From an optimization exercise on the open Yosys and OpenROAD flow, aimed at small area, a short achievable clock period and few clock cycles per item; shortcuts taken in it are not production practice. The RTL was checked by simulation tests, not by an equivalence proof against the original design. Power is estimated from default activity; no workload was simulated.

$ cat config.mk
export PLATFORM = sky130hd
export DESIGN_NAME = positional_char_list
export DESIGN_NICKNAME = positional_char_list
export VERILOG_FILES = /design/flow/design.v
export SDC_FILE = /design/flow/constraint.sdc
export NUM_CORES = 4
export LEC_CHECK = 0
export CAP_MARGIN = 20
export CORE_MARGIN = 2
export CORE_UTILIZATION = 50
export CTS_CLUSTER_DIAMETER = 80
export CTS_CLUSTER_SIZE = 25
export SETUP_SLACK_MARGIN = 3.7
export SLEW_MARGIN = 20
export SYNTH_HIERARCHICAL = 1
$ cat constraint.sdc
create_clock -name core_clock -period 6.0 [get_ports {clock}]
set_input_delay 1.2000 -clock core_clock [delete_from_list [all_inputs] [get_ports {clock}]]
set_output_delay 1.2000 -clock core_clock [all_outputs]
set_load 0.01 [all_outputs]
$ cat design.v
package pcl_pkg;
   localparam int CAPACITY = 64;
   localparam int ADDR_W   = $clog2(CAPACITY);
   localparam int LEN_W    = $clog2(CAPACITY + 1);
   localparam logic [1:0] KIND_ADD    = 2'd0;
   localparam logic [1:0] KIND_DELETE = 2'd1;
   localparam logic [1:0] KIND_GET    = 2'd2;
   localparam logic [1:0] KIND_LIST   = 2'd3;
   localparam logic [2:0] ST_VALUE   = 3'd0;
   localparam logic [2:0] ST_INVALID = 3'd1;
   localparam logic [2:0] ST_FULL    = 3'd2;
   localparam logic [2:0] ST_ELEMENT = 3'd3;
   localparam logic [2:0] ST_EMPTY   = 3'd4;
endpackage
module pcl_store (
   input  logic        clock,
   input  logic        ins_en,
   input  logic        del_en,
   input  logic [63:0] ge,
   input  logic [7:0]  item,
   output logic [7:0]  rd_data
);
   localparam int N = pcl_pkg::CAPACITY;
   logic [7:0]   item_ff [N];
   logic [7:0]   item_in [N];
   logic [N-1:0] gt, eq;
   logic [N-1:0] s_hold, s_below, s_above, s_new;
   always_comb begin
      for (int i = 0; i < N; i++) begin
         gt[i] = (i == 0) ? 1'b0 : ge[i-1];
         eq[i] = ge[i] && !gt[i];
      end
      for (int i = 0; i < N; i++) begin
         s_new[i]   = ins_en && eq[i];
         s_below[i] = (i == 0) ? 1'b0 : (ins_en && gt[i]);
         s_above[i] = (i == N - 1) ? 1'b0 : (del_en && ge[i]);
         s_hold[i]  = !(ge[i] && (ins_en || (del_en && i != N - 1)));
      end
      for (int i = 0; i < N; i++) begin
         item_in[i] = ({8{s_hold[i]}} & item_ff[i])
                    | ({8{s_new[i]}}  & item)
                    | ({8{s_below[i]}} & item_ff[(i + N - 1) % N])
                    | ({8{s_above[i]}} & item_ff[(i + 1) % N]);
      end
   end
   always_ff @(posedge clock) begin
      for (int i = 0; i < N; i++) begin
         item_ff[i] <= item_in[i];
      end
   end
   logic [7:0] grp_n [8];
   for (genvar j = 0; j < 8; j++) begin : g_rd
      pcl_sel8 u_sel (
         .sel (eq[8*j +: 8]),
         .d0  (item_ff[8*j]),
         .d1  (item_ff[8*j+1]),
         .d2  (item_ff[8*j+2]),
         .d3  (item_ff[8*j+3]),
         .d4  (item_ff[8*j+4]),
         .d5  (item_ff[8*j+5]),
         .d6  (item_ff[8*j+6]),
         .d7  (item_ff[8*j+7]),
         .q_n (grp_n[j])
      );
   end
   pcl_nand8 u_or (
      .d0 (grp_n[0]),
      .d1 (grp_n[1]),
      .d2 (grp_n[2]),
      .d3 (grp_n[3]),
      .d4 (grp_n[4]),
      .d5 (grp_n[5]),
      .d6 (grp_n[6]),
      .d7 (grp_n[7]),
      .q  (rd_data)
   );
endmodule
module pcl_sel8 (
   input  logic [7:0] sel,
   input  logic [7:0] d0, d1, d2, d3, d4, d5, d6, d7,
   output logic [7:0] q_n
);
   assign q_n = ~(({8{sel[0]}} & d0) | ({8{sel[1]}} & d1)
            | ({8{sel[2]}} & d2) | ({8{sel[3]}} & d3)
            | ({8{sel[4]}} & d4) | ({8{sel[5]}} & d5)
            | ({8{sel[6]}} & d6) | ({8{sel[7]}} & d7));
endmodule
module pcl_nand8 (
   input  logic [7:0] d0, d1, d2, d3, d4, d5, d6, d7,
   output logic [7:0] q
);
   assign q = ~(d0 & d1 & d2 & d3 & d4 & d5 & d6 & d7);
endmodule
module positional_char_list (
   input  logic       clock,
   input  logic       reset,
   input  logic       req_valid,
   output logic       req_ready,
   input  logic [1:0] req_kind,
   input  logic [6:0] req_position,
   input  logic [7:0] req_new_item,
   output logic       rsp_valid,
   input  logic       rsp_ready,
   output logic [2:0] rsp_status,
   output logic [7:0] rsp_value,
   output logic       rsp_last
);
   localparam int LW = pcl_pkg::LEN_W;
   logic          ready_ff, ready_i_ff, ready_in, ready_port_in;
   logic [LW-1:0] len_ff, len_p1_ff, len_p2_ff, len_m1_ff;
   logic [LW-1:0] len_eff, len_eff_m1;
   logic          p_lt_len, p_le_len, pm1_le_len, pm2_le_len;
   logic          r_ins_ff, r_del_ff, r_get_ff, r_list_ff, r_err_ff;
   logic [2:0]    r_status_ff;
   logic [63:0]   r_ge_ff;
   logic [7:0]    r_item_ff;
   logic          r_last_ff;
   logic          o0_valid_ff, o0_busy_ff, o1_valid_ff;
   logic          o0_valid_port_in;
   logic [2:0]    o0_status_ff, o1_status_ff;
   logic [7:0]    o0_value_ff, o1_value_ff;
   logic          o0_last_ff, o1_last_ff;
   logic          take, is_list_kind;
   logic          r_ld, r_st, r_hd;
   logic [63:0]   ge_new;
   logic          pos_zero, add_ok, acc_ok, len_full, len_zero, len_one;
   logic          a_ins, a_del, a_get, a_list, a_err;
   logic [2:0]    a_status;
   logic [7:0]    rd_data;
   logic          beat, can_push, push, done;
   logic [2:0]    b_status;
   logic          b_last, b_data;
   logic          o0_load, o1_valid_in, o0_valid_in;
   logic          sel_b, sel_bd, sel_o1, sel_o0;
   logic          last_next;
   assign take         = ready_i_ff && req_valid;
   assign is_list_kind = (req_kind == pcl_pkg::KIND_LIST);
   assign pos_zero     = (req_position == 7'd0);
   always_comb begin
      if (r_ins_ff) begin
         len_eff = len_p1_ff;
      end else if (r_del_ff) begin
         len_eff = len_m1_ff;
      end else begin
         len_eff = len_ff;
      end
   end
   assign len_eff_m1   = len_eff - LW'(1);
   assign len_full     = (len_eff == LW'(pcl_pkg::CAPACITY));
   assign len_zero     = (len_eff == '0);
   assign len_one      = (len_eff == LW'(1));
   assign p_lt_len     = (req_position < len_ff);
   assign p_le_len     = (req_position <= len_ff);
   assign pm1_le_len   = (req_position <= len_p1_ff);
   assign pm2_le_len   = (req_position <= len_p2_ff);
   always_comb begin
      if (r_ins_ff) begin
         acc_ok = !pos_zero && pm1_le_len;
         add_ok = !pos_zero && pm2_le_len;
      end else if (r_del_ff) begin
         acc_ok = !pos_zero && p_lt_len;
         add_ok = !pos_zero && p_le_len;
      end else begin
         acc_ok = !pos_zero && p_le_len;
         add_ok = !pos_zero && pm1_le_len;
      end
   end
   always_comb begin
      a_ins    = 1'b0;
      a_del    = 1'b0;
      a_get    = 1'b0;
      a_list   = 1'b0;
      a_err    = 1'b0;
      a_status = pcl_pkg::ST_INVALID;
      case (req_kind)
         pcl_pkg::KIND_ADD: begin
            if (len_full && !pos_zero && req_position <= 7'd65) begin
               a_status = pcl_pkg::ST_FULL;
            end
            a_ins = add_ok && !len_full;
            a_err = !a_ins;
         end
         pcl_pkg::KIND_DELETE: begin
            a_del = acc_ok;
            a_err = !acc_ok;
         end
         pcl_pkg::KIND_GET: begin
            a_get = acc_ok;
            a_err = !acc_ok;
         end
         default: begin
            a_list   = !len_zero;
            a_err    = len_zero;
            a_status = pcl_pkg::ST_EMPTY;
         end
      endcase
   end
   pcl_store u_store (
      .clock   (clock),
      .ins_en  (r_ins_ff),
      .del_en  (r_del_ff),
      .ge      (r_ge_ff),
      .item    (r_item_ff),
      .rd_data (rd_data)
   );
   assign beat      = r_get_ff || r_list_ff || r_err_ff;
   assign can_push  = !o1_valid_ff;
   assign push      = beat && can_push;
   assign done      = can_push && (!r_list_ff || r_last_ff);
   assign b_data    = r_get_ff || r_list_ff;
   assign b_last    = !r_list_ff || r_last_ff;
   assign last_next = (r_item_ff == 8'd1);
   always_comb begin
      b_status = r_status_ff;
      if (r_get_ff) begin
         b_status = pcl_pkg::ST_VALUE;
      end else if (r_list_ff) begin
         b_status = pcl_pkg::ST_ELEMENT;
      end
   end
   assign o0_load     = !o0_busy_ff || rsp_ready;
   assign o1_valid_in = !o0_load && (o1_valid_ff || push);
   assign o0_valid_in = !o0_load || o1_valid_ff || push;
   assign o0_valid_port_in = !(o0_load && !o1_valid_ff && !push);
   assign sel_o1      = o0_load && o1_valid_ff;
   assign sel_b       = o0_load && !o1_valid_ff;
   assign sel_bd      = sel_b && b_data;
   assign sel_o0      = !o0_load;
   always_comb begin
      if (ready_i_ff) begin
         ready_in = !(take && a_list && !len_one) && !o1_valid_in;
      end else if (done) begin
         ready_in = 1'b1;
      end else begin
         ready_in = !o1_valid_in && r_list_ff && push && last_next;
      end
   end
   assign ready_port_in = (ready_i_ff && !o1_valid_in
                           && !(req_valid && is_list_kind && !len_zero && !len_one))
                        || (!ready_i_ff && (done || (!o1_valid_in && r_list_ff
                                                     && push && last_next)));
   always_ff @(posedge clock) begin
      if (reset) begin
         ready_ff    <= 1'b1;
         ready_i_ff  <= 1'b1;
         len_ff      <= '0;
         len_p1_ff   <= LW'(1);
         len_p2_ff   <= LW'(2);
         len_m1_ff   <= '1;
         r_ins_ff    <= 1'b0;
         r_del_ff    <= 1'b0;
         r_get_ff    <= 1'b0;
         r_list_ff   <= 1'b0;
         r_err_ff    <= 1'b0;
         o0_valid_ff <= 1'b0;
         o0_busy_ff  <= 1'b0;
         o1_valid_ff <= 1'b0;
      end else begin
         ready_ff    <= ready_port_in;
         ready_i_ff  <= ready_in;
         o0_valid_ff <= o0_valid_port_in;
         o0_busy_ff  <= o0_valid_in;
         o1_valid_ff <= o1_valid_in;
         len_ff      <= len_eff;
         len_p1_ff   <= len_eff + LW'(1);
         len_p2_ff   <= len_eff + LW'(2);
         len_m1_ff   <= len_eff_m1;
         if (ready_i_ff) begin
            r_ins_ff  <= take && a_ins;
            r_del_ff  <= take && a_del;
            r_get_ff  <= take && a_get;
            r_list_ff <= take && a_list;
            r_err_ff  <= take && a_err;
         end else begin
            r_ins_ff  <= 1'b0;
            r_del_ff  <= 1'b0;
            if (done) begin
               r_get_ff  <= 1'b0;
               r_list_ff <= 1'b0;
               r_err_ff  <= 1'b0;
            end
         end
      end
   end
   assign r_ld = ready_i_ff;
   assign r_st = !ready_i_ff && push;
   assign r_hd = !ready_i_ff && !push;
   always_comb begin
      for (int i = 0; i < 64; i++) begin
         ge_new[i] = is_list_kind || (req_position <= 7'(i + 1));
      end
   end
   always_ff @(posedge clock) begin
      if (r_ld) begin
         r_status_ff <= a_status;
      end
      r_ge_ff     <= ({64{r_ld}} & ge_new) | ({64{r_st}} & {r_ge_ff[62:0], 1'b0})
                   | ({64{r_hd}} & r_ge_ff);
      r_item_ff   <= ({8{r_ld}} & (is_list_kind ? 8'(len_eff_m1) : req_new_item))
                   | ({8{r_st}} & (r_item_ff - 8'd1)) | ({8{r_hd}} & r_item_ff);
      r_last_ff   <= (r_ld && len_one) || (r_st && last_next) || (r_hd && r_last_ff);
   end
   always_ff @(posedge clock) begin
      o0_status_ff <= ({3{sel_o1}} & o1_status_ff) | ({3{sel_b}} & b_status)
                    | ({3{sel_o0}} & o0_status_ff);
      o0_value_ff  <= ({8{sel_o1}} & o1_value_ff) | ({8{sel_bd}} & rd_data)
                    | ({8{sel_o0}} & o0_value_ff);
      o0_last_ff   <= (sel_o1 && o1_last_ff) || (sel_b && b_last)
                    || (sel_o0 && o0_last_ff);
      if (!o1_valid_ff) begin
         o1_status_ff <= b_status;
         o1_last_ff   <= b_last;
      end
      o1_value_ff  <= ({8{!o1_valid_ff && b_data}} & rd_data)
                    | ({8{o1_valid_ff}} & o1_value_ff);
   end
   assign req_ready  = ready_ff;
   assign rsp_valid  = o0_valid_ff;
   assign rsp_status = o0_status_ff;
   assign rsp_value  = o0_value_ff;
   assign rsp_last   = o0_last_ff;
endmodule
$ cat run.sh
#!/bin/bash
# synth_recipe.tcl (not shown) runs the flow's synth.tcl, then flattens the netlist and writes it again
# the make line also repeats each setting of config.mk as NAME=value (left out here)
make -C /OpenROAD-flow-scripts/flow DESIGN_CONFIG=/design/flow/config.mk WORK_HOME=/design/flow/orfs CLKGATE_MAP_FILE= SYNTH_SCRIPT=/design/flow/synth_recipe.tcl finish
==> results.yml, run 1 <==
power:
  p_per_area_nw_per_um2: 364
  p_leak_uw: 0.0131
  ir_drop_uv: 242
timing:
  maxSlewHeadroom: 0.221
  clock_skew_ns: 0.0338
  worstMarginPinSlew_ns: 1.17
  rsz0062_at_grt: "true"
  setup-tns-final_ns: 0
  setup_slack_ns: 3.51
  finalCritPeriodShare: 0.416
  drv_slew: 0
  hold_viol_final: 0
  min_period_ns: 2.49
  clock.fmax_mhz: 401
  finalSetupViolCount: 0
  hold_ws_ns: 0.471
synth:
  synth_edf_count: 7
  ys_seq_area_frac: 0.396
  synth_nets: 3440
  yosysWarnings: 13
  synth_xor_area_frac: 0.00560
  syn-mean-instance-area_sq_um: 9.71
  synth_top_area_share: 0.390
  synth_area_leaders: "dfxtp_1 39%, a221o_1 15%, a22o_1 14%"
  synthCells: 3386
  synth-adder-area-share: 0.0126
  synthSimpleGateAreaFrac: 0.124
  synthArstFlopShare: 0
  syn_area_sq_um: 32900
  synth_top_family_by_area: "compound AO/OA/AOI/OAI gates"
  yosysTopAreaCell: "dfxtp_1"
  synth_ff_type: "dfxtp_1"
  synth-compound-area-share: 0.387
  synth.area.mux_share: 0.0113
  synth.ff_latch_count: 647
  ys_types: 69
clocking:
  clock_path_buffers: 3
  cts_tree: "done"
  cts.htree.levels: 2
  path_clk_slew_ns: 0.09
  root_buffer: "clkbuf_16"
  clock_latency_ns: 0.62
  hold_buffers: 0
  cts_sinks: 647
  cts_buffers: 37
routing:
  drt-total-wl_microns: 114000
  drt-initial-drc-count: 4067
  viasPerCell: 7.33
  wl_per_cell_microns: 28.2
  drt.antenna.violating_nets: 0
  drcViolationCount: 0
  vias: 29700
  first_pass_iters: 6
final_layout:
  final_core_util: 0.546
  area_delta_synth_final_pct: 8.69
  fillCellCount: 5797
  final_layout_size_suffix_gt1_frac: 0.150
  nets: 3213
min_path:
  hold_class: "register to register"
setup_path:
  path_max_fanout: 8
  path_class: "register to register"
  startpoint: "r_ge_ff[32]"
  crit_path_start_kind: "register"
  rr_startpoint: "r_ge_ff[32]"
  rr_worst_depth: 8
  required_ns: 6.51
  r2r_end: "o0_value_ff[3]"
  rrSetupSlack_ns: 3.51
  crit_arrival_ns: 3.00
  cp-endpoint: "o0_value_ff[3]"
  crit_path_end_kind: "register"
run:
  cap_violations: 0
floorplan:
  core_sq_um: 65400
  die_w_microns: 260
  die_h_microns: 260
  initial_core_util: 0.503
  floorplan.rows: 94
  ios: 35
  die_area_sq_um: 67800
placed_design:
  port_buffers: 34
  place.gp.congestion: 0.943
  dp_slack_ns: 2.06
  place_hpwl_microns: 77700
grt:
  grt_max_degree: 72
  antenna_found_initial: 1
  grt_pass1_vias: 28100
  gr-usage-all-layers: 0.322
  grt-ovfl-total: 0
  grt_pass1_wl_microns: 173000
run_status:
  outcome: "complete, no violations"
==> worst max-delay path, stage by stage (launching register included) <==
cell and delay [ns]:
dfxtp_4 0.39, nor2b_4 0.18, a22oi_2 0.25, and4_4 0.32, nand4_1 0.40, or2_4 0.46, nand2_2 0.08, o21ai_2 0.06
mux2_4 0.26
==> cell type report <==
class                      count  area [sq um]  share of cell area
multi-input combinational   2310         18700               0.523
sequential                   647         13200               0.369
timing repair buffer         123          1360              0.0381
tap                          864          1080              0.0303
clock buffer                  46           990              0.0277
clock inverter                19           263             0.00735
inverter                      40           164             0.00459
antenna                        1          2.50           0.0000700
==> per-module statistics from Yosys, one instance, submodules excluded <==
module                cells  flops+latches  times used  cell area (sq um)
pcl_nand8                24              0           1                150
pcl_store              2127            512           1              22800
pcl_sel8                 48              0           8                388
positional_char_list    851            135           1               6810
==> power breakdown <==
group	total (uW)	switching, uW	internal [uW]
combinational	3070	1570	1500
clock	2980	1650	1330
sequential	6960	1600	5370
==> per-stage QoR <==
step | total power (uW) | area [sq um] | cells
after floorplan | 8210 | 33100 | 3386
after global placement | 9560 | 32800 | 3919
after detailed placement | 9610 | 32800 | 3919
after CTS | 12800 | 35200 | 4021
after global routing | 13400 | 35700 | 4049
final | 13000 | 35700 | 4050
==> kinds of logic after synthesis <==
kind of cell / Yosys count
muxes: 32
AOI/OAI and AO/OA: 1479
DFF: 647
buffers and inverters: 431
xor gates and xnor gates: 21
adders and majority gates: 33
and+or+nand+nor: 743
==> placed cells by master, fill, tap and decap left out, types with 20 or more instances in the layout <==
cell type,count
and4_1,47
and2_1,124
dfxtp_4,20
clkbuf_16,38
nor2b_2,36
o21ai_0,48
a221o_1,488
dfxtp_1,559
nor2_1,61
buf_6,29
nand4_1,24
dfxtp_2,61
a21oi_1,65
nand2_1,223
inv_1,34
a22oi_2,53
buf_4,61
a22o_1,520
and3_1,21
nor2b_1,81
a22oi_1,203
a31oi_1,34
==> how the worst min path moves through the flow <==
stage                        start              to  slack, ns  cells past startpoint
floorplan           o1_value_ff[0]  o1_value_ff[0]       0.43                      2
global placement    o1_value_ff[3]  o1_value_ff[3]       0.46                      2
detailed placement  o1_value_ff[3]  o1_value_ff[3]       0.46                      2
CTS                 o1_value_ff[3]  o1_value_ff[3]       0.47                      2
global route        o1_value_ff[3]  o1_value_ff[3]       0.51                      2
finish              o1_value_ff[3]  o1_value_ff[3]       0.47                      2
==> sequential cells by signal (all words and copies together), names as in the netlist, 6 cells and up <==
| name | cells |
|---|---|
| len_m1_ff | 6 |
| o0_value_ff | 8 |
| len_p2_ff | 6 |
| r_item_ff | 8 |
| len_ff | 7 |
| o1_value_ff | 8 |
| u_store.item_ff | 512 |
| len_p1_ff | 7 |
| r_ge_ff | 64 |
==> synthesized netlist by cell type, types with 10 or more instances <==
cell type  count
clkbuf_1     156
buf_2         88
buf_4         12
inv_1         38
dfxtp_1      640
ha_1          33
buf_6         38
a22oi_2       16
nand2b_1      10
nor2b_1      134
a22o_1       520
a221o_1      488
nand2_1      229
a21oi_1       69
nor3_1        12
nand4_1       24
mux2i_1       15
mux2_2        13
a31oi_1       34
a32oi_1       12
and3_1        21
and4_1        64
nand3_1       17
o21ai_0       60
nor2_1        67
and2_1       124
a22oi_1      240
xnor2_1       12
nand2_2       10
buf_1         88
==> timing repair <==
action	4_1_cts	5_1_grt
resized for setup	368	77
setup endpoints to repair	626	141
gates cloned	6	2
setup buffers	31	26
pin swaps	42	41
==> metal layers <==
metal / share of wire / GRT usage
met1: 0.45 / 0.463
met2: 0.44 / 0.504
met3: 0.078 / 0.0418
met4: 0.029 / 0.0938
met5: 0.00011 / 0
Testbench counts, summed over its fixed seeds: cycles 12,369, items 4,808.
==> run 2, diff against run 1 <==
--- a/config.mk
+++ b/config.mk
@@ -7,7 +7,7 @@
 export LEC_CHECK = 0
 export CAP_MARGIN = 20
 export CORE_MARGIN = 2
-export CORE_UTILIZATION = 50
+export CORE_UTILIZATION = 60
 export CTS_CLUSTER_DIAMETER = 80
 export CTS_CLUSTER_SIZE = 25
 export SETUP_SLACK_MARGIN = 3.7
==> run 2 against run 1 <==
  * Sequential power grew 1%
  * Synthesized cell count is the same
  * Non-clock buffer count shrank 4
  * Final cell count shrank 4.3%
  * Register-to-register slack lost 0.02 ns
  * Area after synthesis is the same
  * Largest cell class unchanged
  * Wire length shrank 1.6%
  * Still clean
==> results.yml, run 2 <==
run_status:
  outcome: "complete, no violations"
power:
  ir_drop_uv: 265
  p_leak_uw: 0.0130
  p_per_area_nw_per_um2: 366
  power_uw: 13000
clocking:
  path_clk_slew_ns: 0.09
  clock_latency_ns: 0.62
  clock_path_buffers: 3
  cts_tree: "done"
  root_buffer: "clkbuf_16"
  cts.htree.levels: 2
  cts_sinks: 647
  cts_buffers: 36
timing:
  maxSlewHeadroom: 0.198
  min_period_ns: 2.52
  worstMarginPinSlew_ns: 1.20
  finalCritPeriodShare: 0.419
  clock.fmax_mhz: 398
  finalSetupViolCount: 0
  drv_slew: 0
  clock_skew_ns: 0.0248
  hold_ws_ns: 0.466
  setup-tns-final_ns: 0
  rsz0062_at_grt: "true"
  hold_viol_final: 0
synth:
  synth.ff_latch_count: 647
  yosys-top-cells-count: "640 x dfxtp_1, 520 x a22o_1, 488 x a221o_1"
  synth_top_area_share: 0.390
  yosysMostFrequentCell: "dfxtp_1"
  yosysTopAreaCell: "dfxtp_1"
  synth_edf_count: 7
  yosysWarnings: 13
  syn-mean-instance-area_sq_um: 9.71
  synthCells: 3386
  synthArstFlopShare: 0
  ys_types: 69
  syn_area_sq_um: 32900
  synth_ff_type: "dfxtp_1"
  synth_nets: 3440
  synth_area_leaders: "dfxtp_1 39%, a221o_1 15%, a22o_1 14%"
  ys_seq_area_frac: 0.396
final_layout:
  largest_reg_flops: 512
  nets: 3207
  final_common_cell: "dfxtp_1"
  fillCellCount: 4339
  area_delta_synth_final_pct: 8.15
  largestRegisters: "u_store.item_ff x512, r_ge_ff x64"
  mostFrequentLayoutCells: "567 x dfxtp_1, 520 x a22o_1, 488 x a221o_1"
  final_layout_size_suffix_gt1_frac: 0.160
  regMostFlops: "u_store.item_ff"
placed_design:
  place.gp.congestion: 0.921
  port_buffers: 34
  place_hpwl_microns: 75300
setup_path:
  crit_slowest_cell: "or2_4"
  crit_path_start_kind: "register"
  required_ns: 6.49
  crit_path_end_kind: "register"
  worst-path-buf-inv: 2
  path_class: "register to register"
  crit_family: "simple AND/OR/NAND/NOR gates"
  rrSetupSlack_ns: 3.48
  crit_arrival_ns: 3.00
  path_max_fanout: 8
  worstPathCellList: "buf_12 -> buf_4 -> a22oi_2 -> and4_1 -> nand4_1 -> or2_4 -> nand2_2 -> o21ai_1 -> mux2_2"
  critical-path-max-stage-delay_ns: 0.45
min_path:
  hold_class: "register to register"
floorplan:
  floorplan.rows: 85
  initial_core_util: 0.608
  ios: 35
  core_sq_um: 54000
  die_h_microns: 238
  die_area_sq_um: 56700
  die_w_microns: 238
routing:
  drt-initial-drc-count: 4135
  drcViolationCount: 0
  first_pass_iters: 7
  drt-total-wl_microns: 112000
  drt.antenna.violating_nets: 0
  wl_per_cell_microns: 29.0
  viasPerCell: 7.79
  vias: 30200
grt:
  grt_pass1_vias: 28100
  grt_max_degree: 72
  gr-usage-all-layers: 0.379
  grt-ovfl-total: 0
  antenna_found_initial: 5
  grt_pass1_wl_microns: 169000
run:
  cap_violations: 0
run 2: changes by cell type in the layout (fill, tap and decap cells not counted), sizes merged:
cell / previous run / this run
diode: 1 / 3
inv: 47 / 48
clkinvlp: 1 / 4
dlymetal6s2s: 0 / 2
bufinv: 2 / 3
clkdlybuf4s15: 0 / 1
clkdlybuf4s50: 13 / 11
nand2: 240 / 239
clkinv: 9 / 4
clkbuf: 49 / 42
buf: 102 / 100
run 2: layout make-up:
class                           instances  area, sq um  area share
Clock buffer                           42          986      0.0277
Tap cell                              696          871      0.0245
Antenna cell                            3         7.51    0.000211
Timing Repair Buffer                  119         1190      0.0334
Multi-Input combinational cell       2309        18900       0.531
Inverter                               40          168     0.00472
Sequential cell                       647        13200       0.371
Clock inverter                         19          243     0.00683
run 2: power breakdown:
group / internal [uW] / leakage, uW / switching [uW]
clock: 1360 / 0.000599 / 1580
combinational: 1490 / 0.00710 / 1560
sequential: 5360 / 0.00535 / 1680
run 2: worst paths after layout:
path | from | end | depth (start not counted)
hold / removal | o1_value_ff[0] | o1_value_ff[0] | 2
setup / recovery | r_ge_ff[0] | o0_value_ff[1] | 9
setup reg to reg | r_ge_ff[0] | o0_value_ff[1] | 9
hold reg to reg | o1_value_ff[0] | o1_value_ff[0] | 2
run 2: logic make-up after synthesis:
kind of cell	count (synthesis)	share of synthesized area
multiplexers	32	0.0113
flip-flops	647	0.396
adder cells (fa/ha/maj)	33	0.0126
buffers and inverters	431	0.0630
XOR/XNOR	21	0.00560
AO/OA/AOI/OAI	1479	0.387
AND/OR/NAND/NOR	743	0.124
run 2: worst min-delay path: stages (launching register included):
cell and delay (ns):
dfxtp_1 0.32, nand2_1 0.06, o21ai_2 0.06
run 2: stage by stage:
stage	setup slack, ns	std cells	area [sq um]	util
after floorplan	3.47	3386	33100	-
after global placement	2.19	3747	32600	0.603
after CTS	3.53	3850	35000	0.648
final	3.48	3875	35600	0.658
after detailed placement	2.11	3747	32600	0.604
after global routing	3.52	3872	35500	0.658
run 2: routing by layer:
metal,track usage,vias to the layer above,share of wire
li1,-,13100,-
met1,0.530,14700,0.41
met2,0.554,2094,0.42
met3,0.0764,362,0.11
met4,0.192,2,0.049
met5,0,-,0.00011
run 2: modules after synthesis (local to each module, per instance):
module | cells | times used | flops+latches
pcl_store | 2127 | 1 | 512
positional_char_list | 851 | 1 | 135
pcl_sel8 | 48 | 8 | 0
pcl_nand8 | 24 | 1 | 0
run 2: repair_timing:
item | in CTS | in global routing
resized for setup | 350 | 119
gates cloned | 5 | 1
endpoints found under the setup margin | 626 | 377
hold buffers | 0 | 0
pin swaps | 46 | 42
buffers inserted | 37 | 21
==> run 3, diff against run 2 <==
--- a/design.v
+++ b/design.v
@@ -18,7 +18,7 @@
    input  logic        del_en,
    input  logic [63:0] ge,
    input  logic [7:0]  item,
-   output logic [7:0]  rd_data
+   output logic [63:0] rd_grp_n
 );
    localparam int N = pcl_pkg::CAPACITY;
    logic [7:0]   item_ff [N];
@@ -63,17 +63,9 @@
          .q_n (grp_n[j])
       );
    end
-   pcl_nand8 u_or (
-      .d0 (grp_n[0]),
-      .d1 (grp_n[1]),
-      .d2 (grp_n[2]),
-      .d3 (grp_n[3]),
-      .d4 (grp_n[4]),
-      .d5 (grp_n[5]),
-      .d6 (grp_n[6]),
-      .d7 (grp_n[7]),
-      .q  (rd_data)
-   );
+   for (genvar j = 0; j < 8; j++) begin : g_out
+      assign rd_grp_n[8*j +: 8] = grp_n[j];
+   end
 endmodule
 module pcl_sel8 (
    input  logic [7:0] sel,
@@ -85,11 +77,23 @@
             | ({8{sel[4]}} & d4) | ({8{sel[5]}} & d5)
             | ({8{sel[6]}} & d6) | ({8{sel[7]}} & d7));
 endmodule
-module pcl_nand8 (
-   input  logic [7:0] d0, d1, d2, d3, d4, d5, d6, d7,
-   output logic [7:0] q
+module pcl_rdout (
+   input  logic [63:0] grp_n,
+   input  logic        sel_o1,
+   input  logic        sel_rd,
+   input  logic        sel_o0,
+   input  logic        ld_o1,
+   input  logic        hd_o1,
+   input  logic [7:0]  o0,
+   input  logic [7:0]  o1,
+   output logic [7:0]  o0_in,
+   output logic [7:0]  o1_in
 );
-   assign q = ~(d0 & d1 & d2 & d3 & d4 & d5 & d6 & d7);
+   logic [7:0] rd;
+   assign rd    = ~(grp_n[7:0] & grp_n[15:8] & grp_n[23:16] & grp_n[31:24]
+                  & grp_n[39:32] & grp_n[47:40] & grp_n[55:48] & grp_n[63:56]);
+   assign o0_in = ({8{sel_o1}} & o1) | ({8{sel_rd}} & rd) | ({8{sel_o0}} & o0);
+   assign o1_in = ({8{ld_o1}} & rd) | ({8{hd_o1}} & o1);
 endmodule
 module positional_char_list (
    input  logic       clock,
@@ -106,7 +110,7 @@
    output logic       rsp_last
 );
    localparam int LW = pcl_pkg::LEN_W;
-   logic          ready_ff, ready_i_ff, ready_in, ready_port_in;
+   logic          ready_ff, ready_i_ff, ready_in;
    logic [LW-1:0] len_ff, len_p1_ff, len_p2_ff, len_m1_ff;
    logic [LW-1:0] len_eff, len_eff_m1;
    logic          p_lt_len, p_le_len, pm1_le_len, pm2_le_len;
@@ -116,7 +120,6 @@
    logic [7:0]    r_item_ff;
    logic          r_last_ff;
    logic          o0_valid_ff, o0_busy_ff, o1_valid_ff;
-   logic          o0_valid_port_in;
    logic [2:0]    o0_status_ff, o1_status_ff;
    logic [7:0]    o0_value_ff, o1_value_ff;
    logic          o0_last_ff, o1_last_ff;
@@ -126,7 +129,8 @@
    logic          pos_zero, add_ok, acc_ok, len_full, len_zero, len_one;
    logic          a_ins, a_del, a_get, a_list, a_err;
    logic [2:0]    a_status;
-   logic [7:0]    rd_data;
+   logic [63:0]   rd_grp_n;
+   logic [7:0]    o0_value_in, o1_value_in;
    logic          beat, can_push, push, done;
    logic [2:0]    b_status;
    logic          b_last, b_data;
@@ -201,7 +205,19 @@
       .del_en  (r_del_ff),
       .ge      (r_ge_ff),
       .item    (r_item_ff),
-      .rd_data (rd_data)
+      .rd_grp_n (rd_grp_n)
+   );
+   pcl_rdout u_rdout (
+      .grp_n  (rd_grp_n),
+      .sel_o1 (sel_o1),
+      .sel_rd (sel_bd),
+      .sel_o0 (sel_o0),
+      .ld_o1  (!o1_valid_ff && b_data),
+      .hd_o1  (o1_valid_ff),
+      .o0     (o0_value_ff),
+      .o1     (o1_value_ff),
+      .o0_in  (o0_value_in),
+      .o1_in  (o1_value_in)
    );
    assign beat      = r_get_ff || r_list_ff || r_err_ff;
    assign can_push  = !o1_valid_ff;
@@ -221,7 +237,6 @@
    assign o0_load     = !o0_busy_ff || rsp_ready;
    assign o1_valid_in = !o0_load && (o1_valid_ff || push);
    assign o0_valid_in = !o0_load || o1_valid_ff || push;
-   assign o0_valid_port_in = !(o0_load && !o1_valid_ff && !push);
    assign sel_o1      = o0_load && o1_valid_ff;
    assign sel_b       = o0_load && !o1_valid_ff;
    assign sel_bd      = sel_b && b_data;
@@ -235,10 +250,6 @@
          ready_in = !o1_valid_in && r_list_ff && push && last_next;
       end
    end
-   assign ready_port_in = (ready_i_ff && !o1_valid_in
-                           && !(req_valid && is_list_kind && !len_zero && !len_one))
-                        || (!ready_i_ff && (done || (!o1_valid_in && r_list_ff
-                                                     && push && last_next)));
    always_ff @(posedge clock) begin
       if (reset) begin
          ready_ff    <= 1'b1;
@@ -256,9 +267,9 @@
          o0_busy_ff  <= 1'b0;
          o1_valid_ff <= 1'b0;
       end else begin
-         ready_ff    <= ready_port_in;
+         ready_ff    <= ready_in;
          ready_i_ff  <= ready_in;
-         o0_valid_ff <= o0_valid_port_in;
+         o0_valid_ff <= o0_valid_in;
          o0_busy_ff  <= o0_valid_in;
          o1_valid_ff <= o1_valid_in;
          len_ff      <= len_eff;
@@ -303,16 +314,14 @@
    always_ff @(posedge clock) begin
       o0_status_ff <= ({3{sel_o1}} & o1_status_ff) | ({3{sel_b}} & b_status)
                     | ({3{sel_o0}} & o0_status_ff);
-      o0_value_ff  <= ({8{sel_o1}} & o1_value_ff) | ({8{sel_bd}} & rd_data)
-                    | ({8{sel_o0}} & o0_value_ff);
+      o0_value_ff  <= o0_value_in;
       o0_last_ff   <= (sel_o1 && o1_last_ff) || (sel_b && b_last)
                     || (sel_o0 && o0_last_ff);
       if (!o1_valid_ff) begin
          o1_status_ff <= b_status;
          o1_last_ff   <= b_last;
       end
-      o1_value_ff  <= ({8{!o1_valid_ff && b_data}} & rd_data)
-                    | ({8{o1_valid_ff}} & o1_value_ff);
+      o1_value_ff  <= o1_value_in;
    end
    assign req_ready  = ready_ff;
    assign rsp_valid  = o0_valid_ff;
--- a/config.mk
+++ b/config.mk
@@ -7,9 +7,9 @@
 export LEC_CHECK = 0
 export CAP_MARGIN = 20
 export CORE_MARGIN = 2
-export CORE_UTILIZATION = 60
+export CORE_UTILIZATION = 40
 export CTS_CLUSTER_DIAMETER = 80
 export CTS_CLUSTER_SIZE = 25
-export SETUP_SLACK_MARGIN = 3.7
+export SETUP_SLACK_MARGIN = 3.8
 export SLEW_MARGIN = 20
 export SYNTH_HIERARCHICAL = 1
==> run 3 against run 2 <==
  * Setup slack improved by 0.18 ns
  * Sequential power shrank 3.7%
  * Utilization is 23 points lower
  * Sequential cell count decreased by 1
  * Total power is 7.3% lower
  * Area after synthesis is 0.38% higher
  * Final cell count up 9.3%
  * Critical path type is now register to output pin
  * Hold slack worse by 0.015 ns
  * Die area grew 50%
  * Design area decreased by 1.7%
  * Largest cell class unchanged
  * Highest routed layer unchanged
  * Clock power is essentially flat
  * Clock skew grew 0.015 ns
  * Critical endpoint is now rsp_value[2]
==> results.yml, run 3 <==
synth:
  synth_nets: 3461
  yosysMostFrequentCell: "dfxtp_1"
  synthCells: 3406
  ys_seq_area_frac: 0.394
  synth_top_area_share: 0.388
  synth_ff_type: "dfxtp_1"
  syn-mean-instance-area_sq_um: 9.69
  synth_area_leaders: "dfxtp_1 39%, a221o_1 15%, a22o_1 14%"
  syn_area_sq_um: 33000
  yosysWarnings: 13
  synthArstFlopShare: 0
  synth.ff_latch_count: 646
  ys_types: 70
  yosys-top-cells-count: "639 x dfxtp_1, 521 x a22o_1, 488 x a221o_1"
  synth_edf_count: 7
  yosysTopAreaCell: "dfxtp_1"
clocking:
  clock_latency_ns: 0.62
  cts_buffers: 36
  path_clk_slew_ns: 0.10
  cts.htree.levels: 2
  cts_sinks: 646
  clock_path_buffers: 3
  cts_tree: "done"
  root_buffer: "clkbuf_16"
  hold_buffers: 0
final_layout:
  antennaDiodeCount: 0
  regMostFlops: "u_store.item_ff"
  final_common_cell: "dfxtp_1"
  largestRegisters: "u_store.item_ff x512, r_ge_ff x64"
  nets: 3195
  final_layout_size_suffix_gt1_frac: 0.0907
  fillCellCount: 7772
  area_delta_synth_final_pct: 5.87
  mostFrequentLayoutCells: "598 x dfxtp_1, 521 x a22o_1, 488 x a221o_1"
  largest_reg_flops: 512
floorplan:
  die_h_microns: 291
  die_w_microns: 291
  initial_core_util: 0.403
  core_sq_um: 81800
  floorplan.rows: 105
  ios: 35
  die_area_sq_um: 84800
timing:
  hold_viol_final: 0
  finalSetupViolCount: 0
  maxSlewHeadroom: 0.247
  clock_skew_ns: 0.0403
  finalCritPeriodShare: 0.390
  setup-tns-final_ns: 0
  min_period_ns: 2.34
  hold_ws_ns: 0.451
  setup_slack_ns: 3.66
  worstMarginPinSlew_ns: 1.13
  drv_slew: 0
  clock.fmax_mhz: 428
  rsz0062_at_grt: "true"
grt:
  grt_max_degree: 67
  grt_pass1_wl_microns: 178000
  gr-usage-all-layers: 0.263
  busiest_layer: "met2"
  met2_usage: 0.425
  met3_usage: 0.0318
  grt-ovfl-total: 0
  grt_use_met1: 0.358
  antenna_found_initial: 4
  grt_pass1_vias: 28300
routing:
  wl_per_cell_microns: 27.8
  drt-initial-drc-count: 4220
  first_pass_iters: 6
  vias: 30000
  viasPerCell: 7.09
  drt.antenna.violating_nets: 0
  drcViolationCount: 0
  drt-total-wl_microns: 118000
min_path:
  hold_class: "register to register"
setup_path:
  worstPathCellList: "buf_6"
  crit_arrival_ns: 1.14
  worst-path-buf-inv: 1
  critical-path-max-stage-delay_ns: 0.40
  required_ns: 4.80
  crit_path_start_kind: "register"
  path_max_fanout: 2
  crit_family: "flip-flops"
  crit_slowest_cell: "dfxtp_4"
  crit_path_end_kind: "output pin"
  path_class: "register to output pin"
placed_design:
  place_hpwl_microns: 81600
  dp_slack_ns: 1.95
  port_buffers: 34
  place.gp.congestion: 0.958
power:
  p_per_area_nw_per_um2: 346
  p_leak_uw: 0.0126
  ir_drop_uv: 179
run:
  cap_violations: 0
run_status:
  outcome: "complete, no violations"
[run 3: cell types whose count changed after synthesis, moves of 7 or more]
| cell | before | now |
|---|---|---|
| mux2_2 | 13 | 2 |
| a22oi_1 | 240 | 250 |
| buf_2 | 88 | 96 |
| a211oi_1 | 0 | 7 |
| buf_1 | 88 | 81 |
| or2_1 | 9 | 2 |
[run 3: final timing paths]
path	end	start	slack, ns	cells past startpoint
setup / recovery	rsp_value[2]	o0_value_ff[2]	3.66	1
hold / removal	o1_value_ff[6]	o1_value_ff[6]	0.45	2
setup reg to reg	r_err_ff	r_del_ff	3.81	6
hold reg to reg	o1_value_ff[6]	o1_value_ff[6]	0.45	2
[run 3: metal layers]
metal	up-vias	part of all wire
li1	13100	-
met1	15000	0.43
met2	1642	0.46
met3	257	0.073
met4	2	0.036
met5	-	0.00011
[run 3: cell families (layout without fill, tap and decap cells)]
family / after synthesis / in the layout / share of synthesized area
mux: 26 / 26 / 0.00982
flops: 646 / 646 / 0.394
simple gates: 754 / 756 / 0.125
xor+xnor: 22 / 22 / 0.00584
fa+ha+maj: 34 / 34 / 0.0129
compound gates: 1490 / 1490 / 0.388
buf+inv: 434 / 190 / 0.0644
[run 3: modules after synthesis, one instance, submodules excluded]
module                copies in the design  flip-flops and latches  cell area, sq um  cells inside
positional_char_list                     1                     134              6730           828
pcl_sel8                                 8                       0               388            48
pcl_store                                1                     512             22800          2127
pcl_rdout                                1                       0               348            67
[run 3: power by group]
part	leakage [uW]	switching (uW)	internal, uW
Clock	0.000597	1620	1350
Sequential	0.00534	1540	5240
Combinational	0.00663	1160	1160
[run 3: final cells by class]
cell class	instances	area [sq um]	share of cell area
multi-input cells	2328	18200	0.522
flip-flops and latches	646	13100	0.375
well taps	1070	1340	0.0383
clock buffers	41	941	0.0269
repair buffers	89	880	0.0252
clock inverters	21	282	0.00806
inverters	39	154	0.00441
[run 3: through the flow]
| step | total power (uW) | area (sq um) | util | instances |
|---|---|---|---|---|
| 5_1_grt | 12500 | 34900 | 0.427 | 4234 |
| 4_1_cts | 11900 | 34600 | 0.423 | 4220 |
| 3_3_place_gp | 8940 | 32900 | 0.403 | 4136 |
| 2_1_floorplan | 7770 | 33100 | - | 3406 |
| 3_5_place_dp | 9000 | 32900 | 0.403 | 4136 |
| 6_report | 12100 | 34900 | 0.427 | 4234 |
[run 3: repair_timing]
| action | in CTS | in global routing |
|---|---|---|
| pin swaps | 3 | 13 |
| buffers inserted | 20 | 14 |
| endpoints found under the setup margin | 624 | 151 |
| cloned | 2 | 0 |
| gates resized for setup | 196 | 68 |
Testbench counts of run 3, summed over its fixed seeds: cycles 12,369, items 4,808.
==> run 4, diff against run 3 <==
--- a/config.mk
+++ b/config.mk
@@ -7,7 +7,7 @@
 export LEC_CHECK = 0
 export CAP_MARGIN = 20
 export CORE_MARGIN = 2
-export CORE_UTILIZATION = 40
+export CORE_UTILIZATION = 50
 export CTS_CLUSTER_DIAMETER = 80
 export CTS_CLUSTER_SIZE = 25
 export SETUP_SLACK_MARGIN = 3.8
==> run 4 against run 3 <==
  * Still clean
  * Hold slack worse by 0.0018 ns
  * Register-to-register slack worse by 0.03 ns
  * Combinational power up 3%
  * Final cell count down 4.2%
  * Via count up 0.40%
  * Count of clock-buffer cells in the layout up 5
  * Critical endpoint is now rsp_value[4]
  * Highest routed layer unchanged
==> results.yml, run 4 <==
synth:
  yosys-top-cells-count: "639 x dfxtp_1, 521 x a22o_1, 488 x a221o_1"
  synthCells: 3406
  synth_ff_type: "dfxtp_1"
  yosysTopAreaCell: "dfxtp_1"
  syn_area_sq_um: 33000
  synth_nets: 3461
  synth.ff_latch_count: 646
  yosysWarnings: 13
  syn-mean-instance-area_sq_um: 9.69
  synth_top_area_share: 0.388
  yosysMostFrequentCell: "dfxtp_1"
  ys_seq_area_frac: 0.394
  synth_area_leaders: "dfxtp_1 39%, a221o_1 15%, a22o_1 14%"
  ys_types: 70
  synth_edf_count: 7
  synthArstFlopShare: 0
setup_path:
  cp_num_cells: 1
  critical-path-max-stage-delay_ns: 0.38
  path_class: "register to output pin"
  worst-path-buf-inv: 1
  crit_path_end_kind: "output pin"
  path_max_fanout: 2
  rr_worst_depth: 8
  required_ns: 4.80
  crit_slowest_cell: "dfxtp_4"
  crit_family: "flip-flops"
  crit_arrival_ns: 1.11
  crit_path_start_kind: "register"
  startpoint: "o0_value_ff[4]"
  worstPathCellList: "buf_6"
  rr_startpoint: "r_del_ff"
final_layout:
  final_core_util: 0.539
  area_delta_synth_final_pct: 6.93
  regMostFlops: "u_store.item_ff"
  final_cell_area_sq_um: 35300
  largest_reg_flops: 512
  final_layout_size_suffix_gt1_frac: 0.116
  final_common_cell: "dfxtp_1"
  largestRegisters: "u_store.item_ff x512, r_ge_ff x64"
  mostFrequentLayoutCells: "599 x dfxtp_1, 521 x a22o_1, 488 x a221o_1"
  nets: 3219
  antennaDiodeCount: 0
  fillCellCount: 5744
clocking:
  hold_buffers: 0
  clock_path_buffers: 3
  cts_buffers: 38
  cts_tree: "done"
  cts.htree.levels: 2
  cts_sinks: 646
  root_buffer: "clkbuf_16"
  path_clk_slew_ns: 0.10
  clock_latency_ns: 0.62
routing:
  wl_per_cell_microns: 28.7
  drt.antenna.violating_nets: 0
  viasPerCell: 7.43
  vias: 30200
  first_pass_iters: 7
  drt-total-wl_microns: 117000
  drcViolationCount: 0
  drt-initial-drc-count: 4178
min_path:
  hold_start: "o1_value_ff[6]"
  hold_class: "register to register"
  holdPathStages: 2
timing:
  finalSetupViolCount: 0
  setup-tns-final_ns: 0
  rsz0062_at_grt: "true"
  drv_slew: 0
  worstMarginPinSlew_ns: 1.20
  maxSlewHeadroom: 0.202
  hold_viol_final: 0
  clock.fmax_mhz: 434
  clock_skew_ns: 0.0321
  finalCritPeriodShare: 0.384
  min_period_ns: 2.31
power:
  switching_share: 0.356
  power.internal_uw: 7910
  seqPwrFrac: 0.549
  p_leak_uw: 0.0128
  clkPwrFrac: 0.256
  p_comb_frac: 0.195
  ir_drop_uv: 188
  power.net_switching_uw: 4370
  p_per_area_nw_per_um2: 348
  power_uw: 12300
run_status:
  outcome: "complete, no violations"
floorplan:
  die_w_microns: 261
  die_area_sq_um: 68100
  core_sq_um: 65500
  ios: 35
  initial_core_util: 0.504
  die_h_microns: 261
  floorplan.rows: 94
grt:
  grt_max_degree: 68
  grt-ovfl-total: 0
  antenna_found_initial: 2
  grt_pass1_wl_microns: 176000
  gr-usage-all-layers: 0.328
  grt_pass1_vias: 28500
placed_design:
  place_area_sq_um: 32700
  place.gp.congestion: 0.935
  place_hpwl_microns: 78800
  port_buffers: 34
run:
  cap_violations: 0
==> run 4: cell counts after synthesis <==
Identical to the previous run, type by type.
==> run 4: layer usage <==
| metal | up-vias | part of all wire | track usage |
|---|---|---|---|
| li1 | 13200 | - | - |
| met1 | 14900 | 0.43 | 0.451 |
| met2 | 1709 | 0.45 | 0.517 |
| met3 | 303 | 0.080 | 0.0465 |
| met4 | 2 | 0.040 | 0.136 |
| met5 | - | 0.00015 | 0 |
==> run 4: final timing paths <==
kind | end | slack (ns)
max | rsp_value[4] | 3.69
min | o1_value_ff[6] | 0.45
max reg2reg | r_err_ff | 3.78
min reg2reg | o1_value_ff[6] | 0.45
==> run 4: timing repair <==
| item | CTS | global route |
|---|---|---|
| setup endpoints to repair | 626 | 293 |
| pin swaps | 14 | 23 |
| cloned | 4 | 0 |
| resized for setup | 185 | 138 |
| buffers inserted | 29 | 26 |
==> run 4: cell families after synthesis <==
kind of cell / synth area share
simple gates: 0.125
buf+inv: 0.0644
mux: 0.00982
xor+xnor: 0.00584
compound gates: 0.388
fa+ha+maj: 0.0129
flops: 0.394
==> run 4: final cells by class <==
| cell class | count | area [sq um] | area share |
|---|---|---|---|
| Clock inverter | 23 | 307 | 0.00869 |
| Sequential cell | 646 | 13100 | 0.371 |
| Multi-Input combinational cell | 2328 | 18400 | 0.523 |
| Timing Repair Buffer | 111 | 1140 | 0.0324 |
| Inverter | 39 | 156 | 0.00443 |
| Clock buffer | 46 | 1050 | 0.0299 |
| Tap cell | 864 | 1080 | 0.0306 |
==> run 4: worst register-to-register path, stage by stage (launching register included) <==
cell and delay, ns:
dfxtp_4 0.37, buf_12 0.13, mux2_1 0.36, mux2i_4 0.25
buf_4 0.18, nand2_2 0.11, or3b_4 0.40, a21o_1 0.20
a31oi_1 0.15
==> run 4: power by group through the flow <==
stage                     logic (uW)  clock network [uW]  registers [uW]
final                           2400                3150            6740
after global routing            2520                3340            6800
after CTS                       2290                3180            6640
after detailed placement        2250                   0            6730
after global placement          2200                   0            6750
after floorplan                 1710                   0            6060
==> run 4: metrics by stage <==
step	setup slack, ns	cells	hold slack (ns)
2_1_floorplan	3.51	3406	0.423
3_3_place_gp	2.13	3929	0.437
3_5_place_dp	2.15	3929	0.435
4_1_cts	3.67	4031	0.450
5_1_grt	3.66	4057	0.486
6_report	3.69	4057	0.449
==> run 4: modules after synthesis, one instance, submodules excluded <==
module | cell area [sq um] | flip-flops and latches
pcl_rdout | 348 | 0
pcl_sel8 | 388 | 0
pcl_store | 22800 | 512
positional_char_list | 6730 | 134

[what the ideal ports hide]
No port has a modelled driver above. Below, the same layouts with a new extraction and two added sets of constraints. Step 1 assumes that a clkbuf_16 drives the clock port and a buf_2 every other input. Step 2, shift: input delay + t, output delay - t, t = (earliest + latest rising clock arrival at the registers) / 2. This alone moves slack from input paths to output paths. a / b / c = ideal / step 1 / step 2; a / b = the first two.
run | t, ns | setup slack, ns | worst setup path after step 2
run 1 | 0.669 | 3.505 / 3.505 / 3.038 | input to register
run 2 | 0.663 | 3.485 / 3.485 / 2.928 | input to register
run 3 | 0.659 | 3.662 / 3.600 / 3.126 | input to register
run 4 | 0.671 | 3.694 / 3.626 / 3.139 | input to register
After both steps every run listed still meets setup and hold. For run 2, which loses most, drivers alone change the setup slack by 0.000 ns; drivers and shift together by -0.557 ns.
